This is an optimization exercise on Yosys and OpenROAD, whose aim is small area and a short achievable clock period, not a production implementation. Function was checked by simulation only, so behaviour that the tests miss may differ from the original. Power is estimated from default activity; no workload was simulated.

## flow/design.v (module list and top-level ports; edited modules follow where they fit)
// module alu_core: 62 lines
// module alu_unit: 1381 lines
module alu_unit
#(
  parameter int unsigned WIDTH = 32
) (
  input  logic               clk,
  input  logic               rst_n,
  input  logic               in_valid,
  input  logic [WIDTH-1:0]   rs,
  input  logic [WIDTH-1:0]   rt,
  input  logic [alu_pkg::CTRL_W-1:0]  ctrl,
  input  logic [alu_pkg::SHAMT_W-1:0] sa,
  input  logic               div_signed,
  output logic               out_valid,
  output logic [WIDTH-1:0]   rd,
  output logic               overflow,
  output logic [WIDTH-1:0]   quotient,
  output logic [WIDTH-1:0]   remainder
);
  // ...
==> flow/flow/run.sh <==
#!/bin/bash
# The standard layout (standard synthesis included), with one change: the
# port buffers that global placement inserts are plain sky130 buf_2 cells
# instead of the cell the resizer picks by default (a delay buffer).
# ORFS keeps each step's log under orfs/logs/; make's own output goes to
# layout_make.log in this folder.
set -euo pipefail
bash standard.sh "BUFFER_PORTS_ARGS=-buffer_cell sky130_fd_sc_hd__buf_2" finish > layout_make.log 2>&1
==> flow/standard.sh <==
#!/bin/bash
# synth_recipe.tcl (not shown) runs the flow's synth.tcl, then flattens the netlist and writes it again
# the make line also repeats each setting of config.mk as NAME=value (left out here)
make -C /OpenROAD-flow-scripts/flow DESIGN_CONFIG=/design/flow/config.mk WORK_HOME=/design/flow/orfs CLKGATE_MAP_FILE= SYNTH_SCRIPT=/design/flow/synth_recipe.tcl "${@:-finish}"
==> flow/config.mk <==
export PLATFORM = sky130hd
export DESIGN_NAME = alu_unit
export DESIGN_NICKNAME = alu_unit
export VERILOG_FILES = /design/flow/design.v
export SDC_FILE = /design/flow/constraint.sdc
export NUM_CORES = 4
export LEC_CHECK = 0
export ABC_AREA = 1
export CAP_MARGIN = 50
export CORE_MARGIN = 2
export CORE_UTILIZATION = 70
export CTS_BUF_LIST = sky130_fd_sc_hd__clkbuf_8
export CTS_CLUSTER_SIZE = 25
export SLEW_MARGIN = 70
==> flow/constraint.sdc <==
create_clock -name core_clock -period 100.0 [get_ports {clk}]
set_input_delay 20.0000 -clock core_clock [delete_from_list [all_inputs] [get_ports {clk}]]
set_output_delay 20.0000 -clock core_clock [all_outputs]
set_load 0.01 [all_outputs]
==> run summary, run 1 <==
Post-Route M1 WL=53360 um; GRT Util Overall=a little under two fifths; Flop pwr share=approximately a third; clock transition at the registers of the reported paths=roughly 0.070 ns; largest area contributor in the netlist=dfxtp_1; Post-Synth Adder-Cell Area=under 10%; grt total ovfl=0; H-tree depth=3; DPL Wire Length=103200 um; met2 usage=63.33%; slowest CP cell=dfxtp_1; Fin Setup TNS=0 ns; status=complete, no violations; yosys warns=2; CP Launch Type=flip-flop; Non-CTS inverters=between 900 and 1000; Switch Pwr=about 0.00043 W; Final setup viols=0; top cell family by delay on the critical path=flip-flops; Site Rows=96; r2r worst-path depth=between 100 and 150; Post-Place Cells=slightly above 8000; final core utilization=75.07%; GR Layer Usage met3=about 5.0%; routed via count=46290; FF/Latch Area=roughly 13000 um^2; most frequent cells after synthesis=nand2_1, nand3_1, inv_1, dfxtp_1, xor2_1; Final Non-Filler Cells=~8300; final count of pins violating max slew=0; initial antenna violation count=2; drt via density=around 5.6; Pleak=approximately 25 nW; top power group=combinational cells; Leading cell kind=multi-input combinational cells; Netlist cell types=73; GRT busiest layer=met2; Clock Sinks=~650; post-layout min period=about 21 ns
==> run 2, diff against run 1 <==
--- a/flow/config.mk
+++ b/flow/config.mk
@@ -11,4 +11,5 @@
 export CORE_UTILIZATION = 70
-export CTS_BUF_LIST = sky130_fd_sc_hd__clkbuf_8
-export CTS_CLUSTER_SIZE = 25
+export CTS_BUF_LIST = sky130_fd_sc_hd__clkbuf_16
+export CTS_CLUSTER_DIAMETER = 100
+export CTS_CLUSTER_SIZE = 30
 export SLEW_MARGIN = 70
==> run summary, run 2 <==
Initial Util=70.69% (unchanged); post-CTS setup buffers=0 (unchanged); Tot Pwr=0.0008758 W (was 0.0009896 W); fmax=47.26 MHz (was 47.13 MHz); multi-input logic area=30000 um^2 (was 30010 um^2); final count of pins violating max slew=0 (unchanged); largest family of logic cells by synthesized area=simple AND/OR/NAND/NOR gates (unchanged); first-pass GRT wire length=209000 um (was 213100 um); status=complete, no violations (unchanged); Post-Place Cells=8142 (unchanged); critical path data required time=80.00 ns (about the same); met2 WL=61450 um (was 63210 um); Period Utilization, post-route=21.16% (was 21.22%); CP peak stage delay=0.35 ns (was 0.34 ns); r2r worst-path depth=142 (unchanged); Final Non-Filler Cells=8192 (was 8331); Fin Setup TNS=0 ns (unchanged); CP Launch Type=flip-flop (unchanged); share of layout cells above drive strength 1=13.35% (was 14.83%); First-pass DRT Iterations=7 (was 8); grt total ovfl=0 (unchanged); top layer in use=met4 (unchanged); Final setup viols=0 (unchanged); CP Max Fanout=2 (unchanged); FF/Latch Area=13080 um^2 (was 13070 um^2); Async SR Flop Fraction=0% (unchanged); number of I/O port buffers=174 (unchanged); worst setup path startpoint=quotient_q[22]$_SDFFE_PN0P_ (was quotient_q[28]$_SDFFE_PN0P_); DPL Wire Length=103200 um (unchanged); cells along the critical path=buf_2 (unchanged); Filler Cells Inserted=5863 (was 5620); FF+latch count, synth=649 (unchanged); worst r2r dst=s1_rem[1]$_DFF_P_ (unchanged); crit path to=quotient[22] (was quotient[28]); Pleak=24.71 nW (was 25.50 nW); most frequent cells after synthesis=nand2_1, nand3_1, inv_1, dfxtp_1, xor2_1 (unchanged); final core utilization=72.94% (was 75.07%); RSZ-0062 raised after global routing=false (unchanged); number of synthesized flops with an enable pin=0 (unchanged); Clock Tree Buf Depth=3 (unchanged); relative slew slack=65.90% (was 66.82%); FF-to-FF setup slack=79.81 ns (was 79.69 ns); worst-margin pin slew=0.5107 ns (was 0.4925 ns); Layout area overhead=3.179% (was 6.196%); Worst EP arrival=1.16 ns (was 1.22 ns); routed wire length=131000 um (was 133400 um); largest net degree at the start of global routing=78 (unchanged); vias in the first global route=41790 (was 42930); worst path buffer plus inverter count=1 (unchanged); worst min path class=flip-flop to flip-flop (unchanged); CTS Buf Count=29 (was 101); Core Footprint=68590 um^2 (unchanged); top cell family by delay on the critical path=flip-flops (unchanged); Antenna Nets Post-Route=0 (unchanged); PD cells=17.51 nW/um^2 (was 19.22 nW/um^2); drt via density=5.563 (was 5.556); Residual DRC=0 (unchanged); maximum vdd drop=0.01674 mV (was 0.01768 mV); Synth area leaders=dfxtp_1, nand2_1, xor2_1 (unchanged); critical path type=flip-flop to output port (unchanged); post-synthesis mux area share=0.1445% (unchanged); Syn Nets=7463 (unchanged); GRT Util Overall=35.83% (was 36.72%); num ports=175 (unchanged); Cell Area, Synth=48490 um^2 (unchanged); Nets=7420 (was 7491); Root Driver=clkbuf_16 (was clkbuf_8); most common cell after layout, fill and taps aside=nand2_1 (unchanged); Final Hold Fails=0 (unchanged); XOR/XNOR share of the synthesized area=12.02% (unchanged); H-tree depth=1 (was 3); Worst setup EP type=output port (unchanged); Site Rows=96 (unchanged); dpl cell area=48990 um^2 (unchanged); Die Wd=267.2 um (unchanged); routed via count=45570 (was 46290); post-synthesis sequential area ratio=26.80% (unchanged); First DRT Iteration DRCs=3564 (was 3675); most frequent cells in the layout=nand2_1, nand3_1, inv_1 (unchanged); Clock Latency Late Sink=0.66 ns (was 0.75 ns); Setup Skew=0.04216 ns (was 0.08510 ns); Avg Cell Area, Syn=6.654 um^2 (unchanged); initial antenna violation count=2 (unchanged); Clock Sinks=649 (unchanged); met3 routed WL=7803 um (was 8325 um); max-cap violations=0 (unchanged); slowest CP cell=dfxtp_1 (unchanged); Post-Route M1 WL=53270 um (was 53360 um); Post-Synth Adder-Cell Area=3.295% (unchanged); CTS tree=done (unchanged); Resized Gates After CTS=0 (unchanged); gpl congestion=1.013 (unchanged); Synth Area in Compound Gates=7.964% (unchanged); Die H=267.2 um (unchanged); Levels on crit path=1 (unchanged); Synth Area in Simple Gates=37.77% (unchanged); RR Startpoint=s0_rt[0]$_DFF_P_ (unchanged); hold buffer count at cts=0 (unchanged); most numerous cell in the Yosys netlist=nand2_1 (unchanged); Netlist cell types=73 (unchanged); Primary FF master, synth=dfxtp_1 (unchanged); clock transition at the registers of the reported paths=0.11 ns (was 0.07 ns); largest area contributor in the netlist=dfxtp_1 (unchanged); post-layout min period=21.16 ns (was 21.22 ns); drt wl/cell=15.99 um (was 16.02 um); area of the die=71390 um^2 (unchanged); fin area=50030 um^2 (was 51490 um^2); Post-Syn Instances=7287 (unchanged); Synth top area share=26.80% (unchanged); yosys warns=2 (unchanged)
[run 2: layout make-up]
type | instances | share of cell area [%]
Tap cell | 931 | 2.328
Timing Repair Buffer | 217 | 2.656
Clock buffer | 29 | 1.451
Inverter | 927 | 7.038
Multi-Input combinational cell | 5420 | 59.98
Sequential cell | 649 | 26.14
Clock inverter | 18 | 0.4027
Antenna cell | 1 | 0.005002
[run 2: where the power goes]
| group | switching (W) | leakage, nW | internal, W |
|---|---|---|---|
| sequential | 0.0000298 | 5.40 | 0.000282 |
| clock | 0.0000874 | 0.473 | 0.0000560 |
| combinational | 0.000284 | 18.8 | 0.000136 |
| total | 0.000401 | 24.7 | 0.000475 |
[run 2: cell families after synthesis]
kind of cell / after synthesis
xor gates and xnor gates: 661
muxes: 7
and+or+nand+nor: 3988
DFF: 649
AOI/OAI and AO/OA: 654
buffers and inverters: 1218
adders and majority gates: 110
[run 2: worst min-delay path by stage]
stage	to	startpoint	cells past startpoint
after floorplan	s2_aq[10]$_DFF_P_	s1_aq[4]$_DFF_P_	0
after global placement	s3_ovf$_DFF_P_	s2_ovf$_DFF_P_	0
after detailed placement	s2_aq[14]$_DFF_P_	s1_aq[8]$_DFF_P_	0
after CTS	s4_aq[30]$_DFF_P_	s3_aq[24]$_DFF_P_	0
after global routing	s4_aq[30]$_DFF_P_	s3_aq[24]$_DFF_P_	0
final	s4_aq[30]$_DFF_P_	s3_aq[24]$_DFF_P_	0
[run 2: layer usage]
metal	GRT usage, %	vias up
met5	0	-
met4	20.07	0
met3	3.659	389
met2	61.81	1445
met1	43.69	20880
li1	-	22860
[run 2: per-stage QoR]
stage               worst slack, ns  hold WS (ns)
global placement              78.28        0.3098
global route                  77.55        0.3344
floorplan                     78.90        0.3096
detailed placement            79.01        0.3121
finish                        78.84        0.3268
CTS                           78.82        0.3280

re-timing with driven ports:
The results above use ideal ports. As a check the final layouts listed here were re-extracted and re-timed, cells and wires unchanged.
Step 1 sets driving cells, clkbuf_16 on the clock port and buf_2 on the other inputs (assumed; they add their load-dependent delay and slew).
Step 2 adds t to the input delays and takes it off the output delays; t is the mean of the earliest and latest rising clock arrival at the registers after step 1. Input paths then give back, and output paths get back, about the clock's delay inside the block.
Three values: ideal, step 1, step 2; two values: the first two.
run	t, ns	slack for setup (ns)	worst setup path after step 2	worst register clock-pin slew, ns	pins driven straight from the clock port
run 1	0.778	78.783 / 78.712 / 78.882	input to register	0.07 / 0.07	1
run 2	0.711	78.841 / 78.771 / 78.961	input to register	0.12 / 0.12	1
After both steps every run listed still meets setup and hold.
